Source: an optimization exercise on an open RTL-to-GDS flow (aim: small area, a short achievable clock period and few clock cycles). Production flows keep margins and buffers that such runs may drop. RTL that was checked went through simulation tests only; none was proved equivalent to the original. No activity file was given, so power comes from the tool's default toggle rates.

== main ==
Design cbor_item_head_parser_top, start of the top module:
module cbor_item_head_parser_top (
   input  logic                           clock,
   input  logic                           reset,
   input  logic                           req_push,
   output logic                           req_full,
   input  logic [cihp_pkg::BYTE_W-1:0]    req_byte_in,
   input  logic                           req_final_byte,
   output logic                           rsp_empty,
   input  logic                           rsp_pop,
   output logic [1:0]                     rsp_kind,
   output logic [cihp_pkg::MAJOR_W-1:0]   rsp_major_type,
   output logic [cihp_pkg::VALUE_W-1:0]   rsp_head_value,
   output logic [cihp_pkg::BYTE_W-1:0]    rsp_payload_byte,
   output logic [1:0]                     rsp_error_code,
   output logic                           rsp_item_done,
   output logic                           rsp_run_end
);
For scale: about 630 cells after synthesis, about 110 flip-flops.
clock: 4.0 ns
lec_check: 0
abc_clock_period_in_ps: 1500
cap_margin: 20
core_margin: 2
core_utilization: 40
setup_slack_margin: 2.2
slew_margin: 20
run.sh (not shown) runs the stock make flow with config.mk's settings and CLKGATE_MAP_FILE= SYNTH_SCRIPT=/design/flow/synth_recipe.tcl, a recipe that flattens the netlist after the stock synthesis.
What the feature branch does differently from main at the input level:
Settings: removing SETUP_SLACK_MARGIN (formerly 2.2); removing ABC_CLOCK_PERIOD_IN_PS (formerly 1500).
Notes after the runs:
Re critical path depth: main and the feature branch aren't equal, and the higher value belongs to main. Of the two values seen for dominant kind of cell, registers was produced by the feature branch and multi-input combinational cells by main. Relative to main, proportion of power drawn by the clock network increased by 3.8 points in the feature branch. The feature branch against main: tightest slew margin relative to the limit now larger, first-pass GRT wire length now smaller, via count now smaller. Multi-input combinational cell area: the feature branch vs main down about 23%. flip-flop to flip-flop as the start-to-end type of the worst setup path was reported by main, and flip-flop to primary output by the feature branch. Final worst-path setup slack was lower in the run labelled the feature branch. Going from main to the feature branch, global-route track usage on met2 fell 9.5 points; final-layout fill cell count rose 319; fmax fell about 13%; final standard cell utilization of the core fell 16 points.
No functional check of the RTL was part of any run of this note.

Another version of the RTL of cbor_item_head_parser_top (not shown whole).
For scale: ~88 flip-flops, ~5200 µm² of cells after synthesis.
clock: 4.0 ns
lec_check: 0
cap_margin: 20
core_margin: 2
core_utilization: 60
cts_buf_list: sky130_fd_sc_hd__clkbuf_8
place_density: 0.85
setup_slack_margin: 1.75
slew_margin: 20
standard.sh (not shown) runs the stock make flow with config.mk's settings and CLKGATE_MAP_FILE= SYNTH_SCRIPT=/design/flow/synth_recipe.tcl, a recipe that flattens the netlist after the stock synthesis.
==> flow/flow/run.sh <==
#!/bin/bash
# The standard layout, with plain buf_1 cells as the port buffers instead of
# the default delay cells. Each tool's output is kept in flow_standard.log.
set -euo pipefail
bash standard.sh BUFFER_PORTS_ARGS="-buffer_cell sky130_fd_sc_hd__buf_1" finish > flow_standard.log 2>&1
The first run finished clean.
Testbench counts at the start, summed over its fixed seeds: cycles 24,277.
Then changed:
Settings changed: CTS_BUF_LIST sky130_fd_sc_hd__clkbuf_8 to sky130_fd_sc_hd__clkbuf_16, CTS_CLUSTER_SIZE set to 30, PLACE_DENSITY 0.85 to 0.75.
After rerunning: Non-clock buffer count falls by 4; power rises by about 9%; clock power rises by 30%; worst setup slack gets better by 0.042 ns; hold slack gets better by 0.023 ns; routed wire length rises by 0.57%; via count hardly moves; final area rises by about 1.2%; first-iteration DRC count falls by 4.9%; cell count barely changes; synthesized area is unchanged.
Then changed:
Settings changed: CTS_BUF_LIST sky130_fd_sc_hd__clkbuf_16 to sky130_fd_sc_hd__clkbuf_8, CTS_CLUSTER_SIZE 30 to 25.
=> Routed wire length drops by 1.6%; power came out lower by 10%; final area is lower by about 1.6%; core utilization is lower by 1.2 points; synthesized cell count does not change; cell count is unchanged; setup slack degrades by 0.0091 ns; via count fell by 1.3%; maximum frequency goes down by about 0.4%.
Then changed:
Settings changed: CTS_CLUSTER_SIZE 25 to 45.
The changed run finished clean.
Maximum frequency does not change.
Total power stays the same.
Synthesized cell count is unchanged.
Combinational power is about the same.
Global-route usage does not change.
Cell area stays the same.
Die area is unchanged.

## v19
Another version of the RTL of cbor_item_head_parser_top (not shown whole).
Size in the first run: ~490 cells after synthesis, ~87 flip-flops, about 5100 µm² of cells after synthesis.
==> flow/config.mk <==
export PLATFORM = sky130hd
export DESIGN_NAME = cbor_item_head_parser_top
export DESIGN_NICKNAME = cbor_item_head_parser_top
export VERILOG_FILES = /design/flow/design.v
export SDC_FILE = /design/flow/constraint.sdc
export NUM_CORES = 4
export LEC_CHECK = 0
export CAP_MARGIN = 20
export CORE_MARGIN = 2
export CORE_UTILIZATION = 60
export CTS_BUF_LIST = sky130_fd_sc_hd__clkbuf_8
export SETUP_SLACK_MARGIN = 1.85
export SLEW_MARGIN = 20
==> flow/constraint.sdc <==
create_clock -name core_clock -period 4.0 [get_ports {clock}]
set_input_delay 0.8000 -clock core_clock [delete_from_list [all_inputs] [get_ports {clock}]]
set_output_delay 0.8000 -clock core_clock [all_outputs]
set_load 0.01 [all_outputs]
Scripts as last shown in full above: flow/flow/run.sh
v19: PASS, flow complete, no timing, DRC or antenna violations
Testbench counts of v19, summed over its fixed seeds: cycles 24,277.
[inputs] v41 vs v19
# v19
export LEC_CHECK = 0
export CAP_MARGIN = 20
export CORE_MARGIN = 2
export CORE_UTILIZATION = 60
export CTS_BUF_LIST = sky130_fd_sc_hd__clkbuf_8
export SETUP_SLACK_MARGIN = 1.85
export SLEW_MARGIN = 20
create_clock -name core_clock -period 4.0 [get_ports {clock}]
# v41
export LEC_CHECK = 0
export CAP_MARGIN = 20
export CORE_MARGIN = 2
export CORE_UTILIZATION = 60
export CTS_BUF_LIST = sky130_fd_sc_hd__clkbuf_8
export SETUP_SLACK_MARGIN = 1.75
export SLEW_MARGIN = 20
create_clock -name core_clock -period 4.0 [get_ports {clock}]
### Flow results
From v19 to v41 the numbers moved as follows: achievable clock frequency picked up an extra 2.7%; cell area after layout moved down.
For the setup slack of the critical path after layout, v41 came in 60 ps higher than v19 did.
rsp_head_value[33] as the termination of the worst setup path was reported by v19, and rsp_head_value[47] by v41.
Against v19 as the reference, v41 delivers a lower static leakage.
Between v19 and v41, proportion of power drawn by combinational gates decreased.
v41 vs v19, routed wire length went down by 7.6%.
Changes in v56 relative to v41:
# v41
export LEC_CHECK = 0
export CAP_MARGIN = 20
export CORE_MARGIN = 2
export CORE_UTILIZATION = 60
export CTS_BUF_LIST = sky130_fd_sc_hd__clkbuf_8
export SETUP_SLACK_MARGIN = 1.75
export SLEW_MARGIN = 20
create_clock -name core_clock -period 4.0 [get_ports {clock}]
# v56
export LEC_CHECK = 0
export CAP_MARGIN = 20
export CORE_MARGIN = 2
export CORE_UTILIZATION = 60
export CTS_BUF_LIST = sky130_fd_sc_hd__clkbuf_8
export PLACE_DENSITY = 0.75
export SETUP_SLACK_MARGIN = 1.75
export SLEW_MARGIN = 20
create_clock -name core_clock -period 4.0 [get_ports {clock}]
## What came out
Synthesized cell count came out exactly the same in v41 and v56. Diff v41 -> v56: cell count closely matched the old numbers, net load switching power decreased by 0.0034 mW relative to the old numbers, total routed wire length on the met1 layer has decreased, per-cell routed wire length down about 2.7%. Share of power burned in registers: v56 > v41. Compared with v41, in v56 power after layout lower; clock power lower.
Changes in v22 relative to v56:
# v56
export LEC_CHECK = 0
export CAP_MARGIN = 20
export CORE_MARGIN = 2
export CORE_UTILIZATION = 60
export CTS_BUF_LIST = sky130_fd_sc_hd__clkbuf_8
export PLACE_DENSITY = 0.75
export SETUP_SLACK_MARGIN = 1.75
export SLEW_MARGIN = 20
create_clock -name core_clock -period 4.0 [get_ports {clock}]
# v22
export LEC_CHECK = 0
export CAP_MARGIN = 20
export CORE_MARGIN = 2
export CORE_UTILIZATION = 65
export CTS_BUF_LIST = sky130_fd_sc_hd__clkbuf_8
export SETUP_SLACK_MARGIN = 1.5
export SLEW_MARGIN = 20
create_clock -name core_clock -period 4.0 [get_ports {clock}]
## What came out
[compare] base=v56 new=v22: cell area after layout barely changed; utilization climbed 5.3 points. Re final routed wirelength across all metal layers: v22 is 1.6% down on v56. Comparing v22 and v56, switching component of the power is lower on v22. Delta (v22 minus v56): fraction of layout instances using a drive strength above 1 saw a decrease, leakage power -0.036 nW, critical path depth has increased. Higher switching power as a share of total power was reported by v56, not v22. v22 ended up with a higher clock-buffer cell count than v56 did.
The inputs of v33 differ from those of v22 as listed below.
# v22
export LEC_CHECK = 0
export CAP_MARGIN = 20
export CORE_MARGIN = 2
export CORE_UTILIZATION = 65
export CTS_BUF_LIST = sky130_fd_sc_hd__clkbuf_8
export SETUP_SLACK_MARGIN = 1.5
export SLEW_MARGIN = 20
create_clock -name core_clock -period 4.0 [get_ports {clock}]
# v33
export LEC_CHECK = 0
export CAP_MARGIN = 20
export CORE_MARGIN = 2
export CORE_UTILIZATION = 60
export CTS_BUF_LIST = sky130_fd_sc_hd__clkbuf_8
export SETUP_SLACK_MARGIN = 2.0
export SLEW_MARGIN = 20
create_clock -name core_clock -period 4.0 [get_ports {clock}]
Findings:
The data required time of the worst path reported for v33 is smaller than that of v22 by 840 ps. The final standard cell count with taps included and fillers excluded in v33 was higher than what v22 gave. v33 vs. v22: met1 layer usage reported by global route went down by 2.0 points, wire length of the first global-routing pass went down by about 1.7%.
#### Input delta (v57 over v33)
# v33
export LEC_CHECK = 0
export CAP_MARGIN = 20
export CORE_MARGIN = 2
export CORE_UTILIZATION = 60
export CTS_BUF_LIST = sky130_fd_sc_hd__clkbuf_8
export SETUP_SLACK_MARGIN = 2.0
export SLEW_MARGIN = 20
create_clock -name core_clock -period 4.0 [get_ports {clock}]
# v57
export LEC_CHECK = 0
export CAP_MARGIN = 20
export CORE_MARGIN = 2
export CORE_UTILIZATION = 55
export CTS_BUF_LIST = sky130_fd_sc_hd__clkbuf_8
export SETUP_SLACK_MARGIN = 2.25
export SLEW_MARGIN = 20
create_clock -name core_clock -period 4.0 [get_ports {clock}]
- NOTE: worst setup slack in v57 exceeds that of v33
- Going from v33 to v57, the design area was found to have gone up by 7.1%.
- Global routing usage on met2 ended up 0.91 points lower on v57 than on v33.
- v33 has a lower number of filler cells placed in the layout than v57.
- Any difference in placement-stage cell area between v33 and v57 is small enough to ignore.
- The iteration count of the initial detailed-routing pass in v57 sits 1 below the value recorded for v33.
- v33 has higher share of total power in the clock network than v57.

Another version of the RTL of cbor_item_head_parser_top (not shown whole).
For scale: roughly 96 I/O pins, roughly 0.0050 sq mm of cells after synthesis.
Settings: LEC_CHECK=0, CAP_MARGIN=20, CORE_MARGIN=2, CORE_UTILIZATION=65, CTS_BUF_LIST=sky130_fd_sc_hd__clkbuf_8, SETUP_SLACK_MARGIN=1.9, SLEW_MARGIN=20; clock period 4.0 ns.
Scripts as last shown in full above: flow/flow/run.sh
The baseline did not get past 5_1_grt, error DPL-0038.
Then changed:
--- a/flow/config.mk
+++ b/flow/config.mk
@@ -11,3 +11,3 @@
 export CTS_BUF_LIST = sky130_fd_sc_hd__clkbuf_8
-export SETUP_SLACK_MARGIN = 1.9
+export SETUP_SLACK_MARGIN = 1.5
 export SLEW_MARGIN = 20
This time the run went through all stages and came out clean.
Synthesized area does not change.
Synthesized cell count stays the same.
No functional check of the RTL was part of any run of this note.

job 103:
cbor_item_head_parser_top, a different RTL version from the one above (not shown whole).
Size: ~640 cells after synthesis, ~87 flip-flops, about 96 I/O pins, about 5800 um2 of cells after synthesis.
==> flow/config.mk <==
export PLATFORM = sky130hd
export DESIGN_NAME = cbor_item_head_parser_top
export DESIGN_NICKNAME = cbor_item_head_parser_top
export VERILOG_FILES = /design/flow/design.v
export SDC_FILE = /design/flow/constraint.sdc
export NUM_CORES = 4
export LEC_CHECK = 0
export CAP_MARGIN = 20
export CORE_MARGIN = 2
export CORE_UTILIZATION = 65
export CTS_BUF_LIST = sky130_fd_sc_hd__clkbuf_8
export SLEW_MARGIN = 20
==> flow/constraint.sdc <==
create_clock -name core_clock -period 4.0 [get_ports {clock}]
set_input_delay 0.8000 -clock core_clock [delete_from_list [all_inputs] [get_ports {clock}]]
set_output_delay 0.8000 -clock core_clock [all_outputs]
set_load 0.01 [all_outputs]
Scripts as last shown in full above: flow/flow/run.sh
Job 103 finished end to end and its layout was clean on timing, DRC and antenna.
[inputs] job 104 vs job 103
# job 103
export LEC_CHECK = 0
export CAP_MARGIN = 20
export CORE_MARGIN = 2
export CORE_UTILIZATION = 65
export CTS_BUF_LIST = sky130_fd_sc_hd__clkbuf_8
export SLEW_MARGIN = 20
create_clock -name core_clock -period 4.0 [get_ports {clock}]
# job 104
export LEC_CHECK = 0
export CAP_MARGIN = 20
export CORE_MARGIN = 2
export CORE_UTILIZATION = 65
export CTS_BUF_LIST = sky130_fd_sc_hd__clkbuf_8
export SETUP_SLACK_MARGIN = 1.3
export SLEW_MARGIN = 20
create_clock -name core_clock -period 4.0 [get_ports {clock}]
Results
- Compared with job 103, in job 104 cell internal power dissipation climbed 0.000041 W, clock group total power +6.7%.
- Compared with job 103, in job 104 via count rose 136; filler-free cell count of the finished design increased by about 2.3% relative to the old numbers; total combinational power higher; worst hold slack has remained practically unchanged; portion of total power attributed to the clock network increased 0.9 points.
No functional check of the RTL was part of any run of this note.

Another version of the RTL of cbor_item_head_parser_top (not shown whole).
Size in the first run: ~97 flip-flops, ~96 I/O pins, about 5800 sq um of cells after synthesis.
==> flow/config.mk <==
export PLATFORM = sky130hd
export DESIGN_NAME = cbor_item_head_parser_top
export DESIGN_NICKNAME = cbor_item_head_parser_top
export VERILOG_FILES = /design/flow/design.v
export SDC_FILE = /design/flow/constraint.sdc
export NUM_CORES = 4
export LEC_CHECK = 0
export CAP_MARGIN = 20
export CORE_MARGIN = 2
export CORE_UTILIZATION = 60
export CTS_BUF_LIST = sky130_fd_sc_hd__clkbuf_8
export SLEW_MARGIN = 20
==> flow/constraint.sdc <==
create_clock -name core_clock -period 4.0 [get_ports {clock}]
set_input_delay 0.8000 -clock core_clock [delete_from_list [all_inputs] [get_ports {clock}]]
set_output_delay 0.8000 -clock core_clock [all_outputs]
set_load 0.01 [all_outputs]
Scripts as last shown in full above: flow/flow/run.sh
==> next run, changes <==
==> flow/run.sh (new file) <==
#!/bin/bash
# synth_recipe.tcl (not shown) runs the flow's synth.tcl, then flattens the netlist and writes it again
# the make line also repeats each setting of config.mk as NAME=value (left out here)
make -C /OpenROAD-flow-scripts/flow DESIGN_CONFIG=/design/flow/config.mk WORK_HOME=/design/flow/orfs CLKGATE_MAP_FILE= SYNTH_SCRIPT=/design/flow/synth_recipe.tcl finish
removed: flow/flow/run.sh
removed: flow/standard.sh
Core utilization climbs by 6.2 points.
Wire length drops by 0.52%.
Sequential share of layout area drops by 3.7 points.
Final area climbs by 9.0%.
No functional check of the RTL was part of any run of this note.

The RTL this note starts from:
==> flow/design.v <==
package cihp_pkg;
   localparam logic [1:0] KIND_HEAD    = 2'd0;
   localparam logic [1:0] KIND_PAYLOAD = 2'd1;
   localparam logic [1:0] KIND_ERROR   = 2'd2;
   localparam logic [1:0] ERR_BAD_INFO   = 2'd0;
   localparam logic [1:0] ERR_HEAD_TRUNC = 2'd1;
   localparam logic [1:0] ERR_PAY_TRUNC  = 2'd2;
   localparam logic [1:0] PH_IDLE    = 2'd0;
   localparam logic [1:0] PH_EXT     = 2'd1;
   localparam logic [1:0] PH_PAYLOAD = 2'd2;
   localparam logic [1:0] PH_DROP    = 2'd3;
   localparam int VALUE_W = 64;
   localparam int BYTE_W  = 8;
   localparam int MAJOR_W = 3;
   localparam int INFO_W  = 5;
   localparam logic [MAJOR_W-1:0] MAJ_BYTES = 3'd2;
   localparam logic [MAJOR_W-1:0] MAJ_TEXT  = 3'd3;
endpackage
module cihp_front (
   input  logic                         clock,
   input  logic                         reset,
   input  logic                         in_valid,
   input  logic [cihp_pkg::BYTE_W-1:0]  byte_in,
   input  logic                         final_byte,
   input  logic                         res_free,    
   input  logic                         res_pend,    
   output logic                         step,        
   output logic                         res_new,     
   output logic [1:0]                   res_kind,
   output logic [1:0]                   res_ecode,
   output logic                         res_done,
   output logic                         res_two,
   output logic [cihp_pkg::MAJOR_W-1:0] major,       
   output logic [cihp_pkg::VALUE_W-1:0] value
);
   logic [1:0]                     phase_ff, phase_in;
   logic [cihp_pkg::MAJOR_W-1:0]   major_ff, major_in;
   logic [cihp_pkg::VALUE_W-1:0]   xn_ff;
   logic [cihp_pkg::VALUE_W-1:0]   x, x_in;
   logic [cihp_pkg::INFO_W-1:0]    info;
   logic                           info_imm, info_ext;
   logic [cihp_pkg::VALUE_W-1:0]   shifted;
   logic [cihp_pkg::VALUE_W-1:0]   marker;
   logic                           need_pay;
   logic                           ext_last;
   logic                           pay_last;
   logic                           str_major;
   assign x     = ~xn_ff;
   assign value = x;
   assign major = major_ff;
   always_comb begin
      info      = byte_in[cihp_pkg::INFO_W-1:0];
      info_imm  = (info < 5'd24);
      info_ext  = !info_imm && (info <= 5'd27);
      shifted   = {x[cihp_pkg::VALUE_W-cihp_pkg::BYTE_W-1:0], byte_in};
      marker     = '0;
      marker[56] = (info[1:0] == 2'd0);
      marker[48] = (info[1:0] == 2'd1);
      marker[32] = (info[1:0] == 2'd2);
      marker[0]  = (info[1:0] == 2'd3);
      ext_last  = x[cihp_pkg::VALUE_W-cihp_pkg::BYTE_W];
      pay_last  = (x == cihp_pkg::VALUE_W'(1));
      x_in = ({cihp_pkg::VALUE_W{phase_ff[0]}} & shifted)
           | ({cihp_pkg::VALUE_W{phase_ff[1]}} & (x - cihp_pkg::VALUE_W'(1)))
           | ({cihp_pkg::VALUE_W{phase_ff == cihp_pkg::PH_IDLE}}
              & (info_imm ? cihp_pkg::VALUE_W'(info) : marker));
      phase_in    = phase_ff;
      major_in    = major_ff;
      res_new     = 1'b0;
      res_kind    = cihp_pkg::KIND_HEAD;
      res_ecode   = cihp_pkg::ERR_BAD_INFO;
      res_done    = 1'b0;
      res_two     = 1'b0;
      str_major   = (major_ff == cihp_pkg::MAJ_BYTES) || (major_ff == cihp_pkg::MAJ_TEXT);
      need_pay    = 1'b0;
      case (phase_ff)
         cihp_pkg::PH_IDLE: begin
            major_in    = byte_in[cihp_pkg::BYTE_W-1:cihp_pkg::INFO_W];
            str_major   = (major_in == cihp_pkg::MAJ_BYTES) || (major_in == cihp_pkg::MAJ_TEXT);
            if (info_imm) begin
               need_pay = str_major && (info != '0);
               res_new  = 1'b1;
               res_done = !need_pay;
               res_two  = need_pay && final_byte;
               phase_in = (need_pay && !final_byte) ? cihp_pkg::PH_PAYLOAD : cihp_pkg::PH_IDLE;
            end else if (info_ext) begin
               res_new   = final_byte;
               res_kind  = cihp_pkg::KIND_ERROR;
               res_ecode = cihp_pkg::ERR_HEAD_TRUNC;
               phase_in  = final_byte ? cihp_pkg::PH_IDLE : cihp_pkg::PH_EXT;
            end else begin
               res_new   = 1'b1;
               res_kind  = cihp_pkg::KIND_ERROR;
               res_ecode = cihp_pkg::ERR_BAD_INFO;
               phase_in  = final_byte ? cihp_pkg::PH_IDLE : cihp_pkg::PH_DROP;
            end
         end
         cihp_pkg::PH_EXT: begin
            if (ext_last) begin
               need_pay = str_major && (shifted != '0);
               res_new  = 1'b1;
               res_done = !need_pay;
               res_two  = need_pay && final_byte;
               phase_in = (need_pay && !final_byte) ? cihp_pkg::PH_PAYLOAD : cihp_pkg::PH_IDLE;
            end else begin
               res_new   = final_byte;
               res_kind  = cihp_pkg::KIND_ERROR;
               res_ecode = cihp_pkg::ERR_HEAD_TRUNC;
               phase_in  = final_byte ? cihp_pkg::PH_IDLE : cihp_pkg::PH_EXT;
            end
         end
         cihp_pkg::PH_PAYLOAD: begin
            res_new  = 1'b1;
            res_kind = cihp_pkg::KIND_PAYLOAD;
            res_done = pay_last;
            res_two  = !pay_last && final_byte;
            phase_in = (pay_last || final_byte) ? cihp_pkg::PH_IDLE : cihp_pkg::PH_PAYLOAD;
         end
         default: begin
            phase_in = final_byte ? cihp_pkg::PH_IDLE : cihp_pkg::PH_DROP;
         end
      endcase
      step = in_valid && res_free && !res_pend;
   end
   always_ff @(posedge clock) begin
      if (reset) begin
         phase_ff <= cihp_pkg::PH_IDLE;
      end else if (step) begin
         phase_ff <= phase_in;
      end
   end
   always_ff @(posedge clock) begin
      if (step) begin
         major_ff <= major_in;
         xn_ff    <= ~x_in;
      end
   end
endmodule
module cihp_back (
   input  logic                           clock,
   input  logic                           reset,
   input  logic                           step,
   input  logic                           res_new,
   input  logic [1:0]                     res_kind,
   input  logic [1:0]                     res_ecode,
   input  logic                           res_done,
   input  logic                           res_two,
   input  logic [cihp_pkg::MAJOR_W-1:0]   major,
   input  logic [cihp_pkg::BYTE_W-1:0]    res_byte,
   input  logic [cihp_pkg::VALUE_W-1:0]   value,
   output logic                           res_free,
   output logic                           res_pend,
   output logic                           rsp_empty,
   input  logic                           rsp_pop,
   output logic [1:0]                     rsp_kind,
   output logic [cihp_pkg::MAJOR_W-1:0]   rsp_major_type,
   output logic [cihp_pkg::VALUE_W-1:0]   rsp_head_value,
   output logic [cihp_pkg::BYTE_W-1:0]    rsp_payload_byte,
   output logic [1:0]                     rsp_error_code,
   output logic                           rsp_item_done,
   output logic                           rsp_run_end
);
   logic                         valid_ff, pend_ff;
   logic                         nhead_ff, err_ff;    
   logic [1:0]                   ecode_ff;
   logic                         done_ff;
   logic [cihp_pkg::BYTE_W-1:0]  pbyte_ff;
   assign res_free = !valid_ff || rsp_pop;
   assign res_pend = pend_ff;
   always_ff @(posedge clock) begin
      if (reset) begin
         valid_ff <= 1'b0;
         pend_ff  <= 1'b0;
      end else if (res_free) begin
         if (pend_ff) begin
            valid_ff <= 1'b1;
            pend_ff  <= 1'b0;
         end else begin
            valid_ff <= step && res_new;
            pend_ff  <= step && res_new && res_two;
         end
      end
   end
   always_ff @(posedge clock) begin
      if (res_free) begin
         if (pend_ff) begin
            nhead_ff <= 1'b1;
            err_ff   <= 1'b1;
            ecode_ff <= cihp_pkg::ERR_PAY_TRUNC;
            done_ff  <= 1'b0;
            pbyte_ff <= '0;
         end else begin
            nhead_ff <= (res_kind != cihp_pkg::KIND_HEAD);
            err_ff   <= (res_kind == cihp_pkg::KIND_ERROR);
            ecode_ff <= res_ecode;
            done_ff  <= res_done;
            pbyte_ff <= (res_kind == cihp_pkg::KIND_PAYLOAD) ? res_byte : '0;
         end
      end
   end
   assign rsp_empty        = !valid_ff;
   assign rsp_kind         = {err_ff, nhead_ff && !err_ff};
   assign rsp_major_type   = major;
   assign rsp_head_value   = nhead_ff ? '0 : value;
   assign rsp_payload_byte = pbyte_ff;
   assign rsp_error_code   = ecode_ff;
   assign rsp_item_done    = done_ff;
   assign rsp_run_end      = !pend_ff;
endmodule
module cbor_item_head_parser_top (
   input  logic                           clock,
   input  logic                           reset,
   input  logic                           req_push,
   output logic                           req_full,
   input  logic [cihp_pkg::BYTE_W-1:0]    req_byte_in,
   input  logic                           req_final_byte,
   output logic                           rsp_empty,
   input  logic                           rsp_pop,
   output logic [1:0]                     rsp_kind,
   output logic [cihp_pkg::MAJOR_W-1:0]   rsp_major_type,
   output logic [cihp_pkg::VALUE_W-1:0]   rsp_head_value,
   output logic [cihp_pkg::BYTE_W-1:0]    rsp_payload_byte,
   output logic [1:0]                     rsp_error_code,
   output logic                           rsp_item_done,
   output logic                           rsp_run_end
);
   logic                         step;
   logic                         res_free, res_pend, res_new, res_done, res_two;
   logic [1:0]                   res_kind, res_ecode;
   logic [cihp_pkg::MAJOR_W-1:0] major;
   logic [cihp_pkg::VALUE_W-1:0] value;
   assign req_full = res_pend || !res_free;
   cihp_front u_front (
      .clock      (clock),
      .reset      (reset),
      .in_valid   (req_push),
      .byte_in    (req_byte_in),
      .final_byte (req_final_byte),
      .res_free   (res_free),
      .res_pend   (res_pend),
      .step       (step),
      .res_new    (res_new),
      .res_kind   (res_kind),
      .res_ecode  (res_ecode),
      .res_done   (res_done),
      .res_two    (res_two),
      .major      (major),
      .value      (value)
   );
   cihp_back u_back (
      .clock            (clock),
      .reset            (reset),
      .step             (step),
      .res_new          (res_new),
      .res_kind         (res_kind),
      .res_ecode        (res_ecode),
      .res_done         (res_done),
      .res_two          (res_two),
      .major            (major),
      .res_byte         (req_byte_in),
      .value            (value),
      .res_free         (res_free),
      .res_pend         (res_pend),
      .rsp_empty        (rsp_empty),
      .rsp_pop          (rsp_pop),
      .rsp_kind         (rsp_kind),
      .rsp_major_type   (rsp_major_type),
      .rsp_head_value   (rsp_head_value),
      .rsp_payload_byte (rsp_payload_byte),
      .rsp_error_code   (rsp_error_code),
      .rsp_item_done    (rsp_item_done),
      .rsp_run_end      (rsp_run_end)
   );
endmodule
clock: 4.0 ns
lec_check: 0
cap_margin: 20
core_margin: 2
core_utilization: 65
cts_buf_list: sky130_fd_sc_hd__clkbuf_8
setup_slack_margin: 1.4
slew_margin: 20
==> flow/flow/run.sh <==
#!/bin/bash
# The standard layout, with plain buf_1 cells as the port buffers instead of
# the default delay cells. Each tool's output is kept in flow_standard.log.
set -euo pipefail
bash standard.sh BUFFER_PORTS_ARGS="-buffer_cell sky130_fd_sc_hd__buf_1" finish > flow_standard.log 2>&1
Then changed:
- SETUP_SLACK_MARGIN: 1.4 -> 1.8
Wire length went up by a quarter to a third; clock-buffer cell count stays the same; cell area went up by roughly a tenth; critical path depth went up by 3; via count went up by about a fifth; setup slack is worse by 0.021 ns; synthesized cell count is unchanged; cell count went up by a little under a tenth; total power went down by a few percent; utilization went up by 7.6 points.
No functional check of the RTL was part of any run of this note.

-- port drivers added, routing unchanged --
The results above use ideal ports. As a check the final layouts listed here were re-extracted and re-timed, cells and wires unchanged.
Step 1: set_driving_cell puts a clkbuf_16 on clock and a buf_2 on each other input, an assumption about the parent block.
Step 2 adds t to the input delays and takes it off the output delays; t is the mean of the earliest and latest rising clock arrival at the registers after step 1. Input paths then give back, and output paths get back, about the clock's delay inside the block.
a / b / c = no drivers / after step 1 / after step 2; a / b = the first two.
run | t, ns | slack for setup (ns) | cell pins on the clock port's net
main | 0.407 | 1.401 / 1.401 / 1.301 | 1
the feature branch | 0.403 | 0.999 / 0.956 / 1.048 | 1
the first run of note 2 | 0.384 | 1.784 / 1.746 / 1.593 | 1
the second run of note 2 | 0.374 | 1.826 / 1.787 / 1.570 | 1
the third run of note 2 | 0.386 | 1.816 / 1.783 / 1.581 | 1
the fourth run of note 2 | 0.386 | 1.816 / 1.783 / 1.581 | 1
v19 | 0.384 | 1.734 / 1.701 / 1.612 | 1
v41 | 0.392 | 1.794 / 1.762 / 1.523 | 1
v56 | 0.405 | 1.803 / 1.772 / 1.544 | 1
v22 | 0.396 | 1.649 / 1.652 / 1.262 | 1
v33 | 0.386 | 1.826 / 1.793 / 1.639 | 1
v57 | 0.398 | 1.848 / 1.816 / 1.679 | 1
the second run of note 4 | 0.384 | 0.566 / 0.566 / 0.566 | 1
job 103 | 0.390 | 0.950 / 0.950 / 0.950 | 1
job 104 | 0.401 | 1.324 / 1.324 / 1.285 | 1
the first run of note 6 | 0.394 | 1.032 / 1.032 / 1.032 | 1
the second run of note 6 | 0.398 | 0.843 / 0.820 / 0.820 | 1
the first run of note 7 | 0.413 | 1.504 / 1.504 / 1.349 | 1
the second run of note 7 | 0.402 | 1.482 / 1.482 / 1.482 | 1
After both steps setup and hold are still met in every run listed. For v22, which loses most, drivers alone change the setup slack by +0.003 ns; drivers and shift together by -0.387 ns.
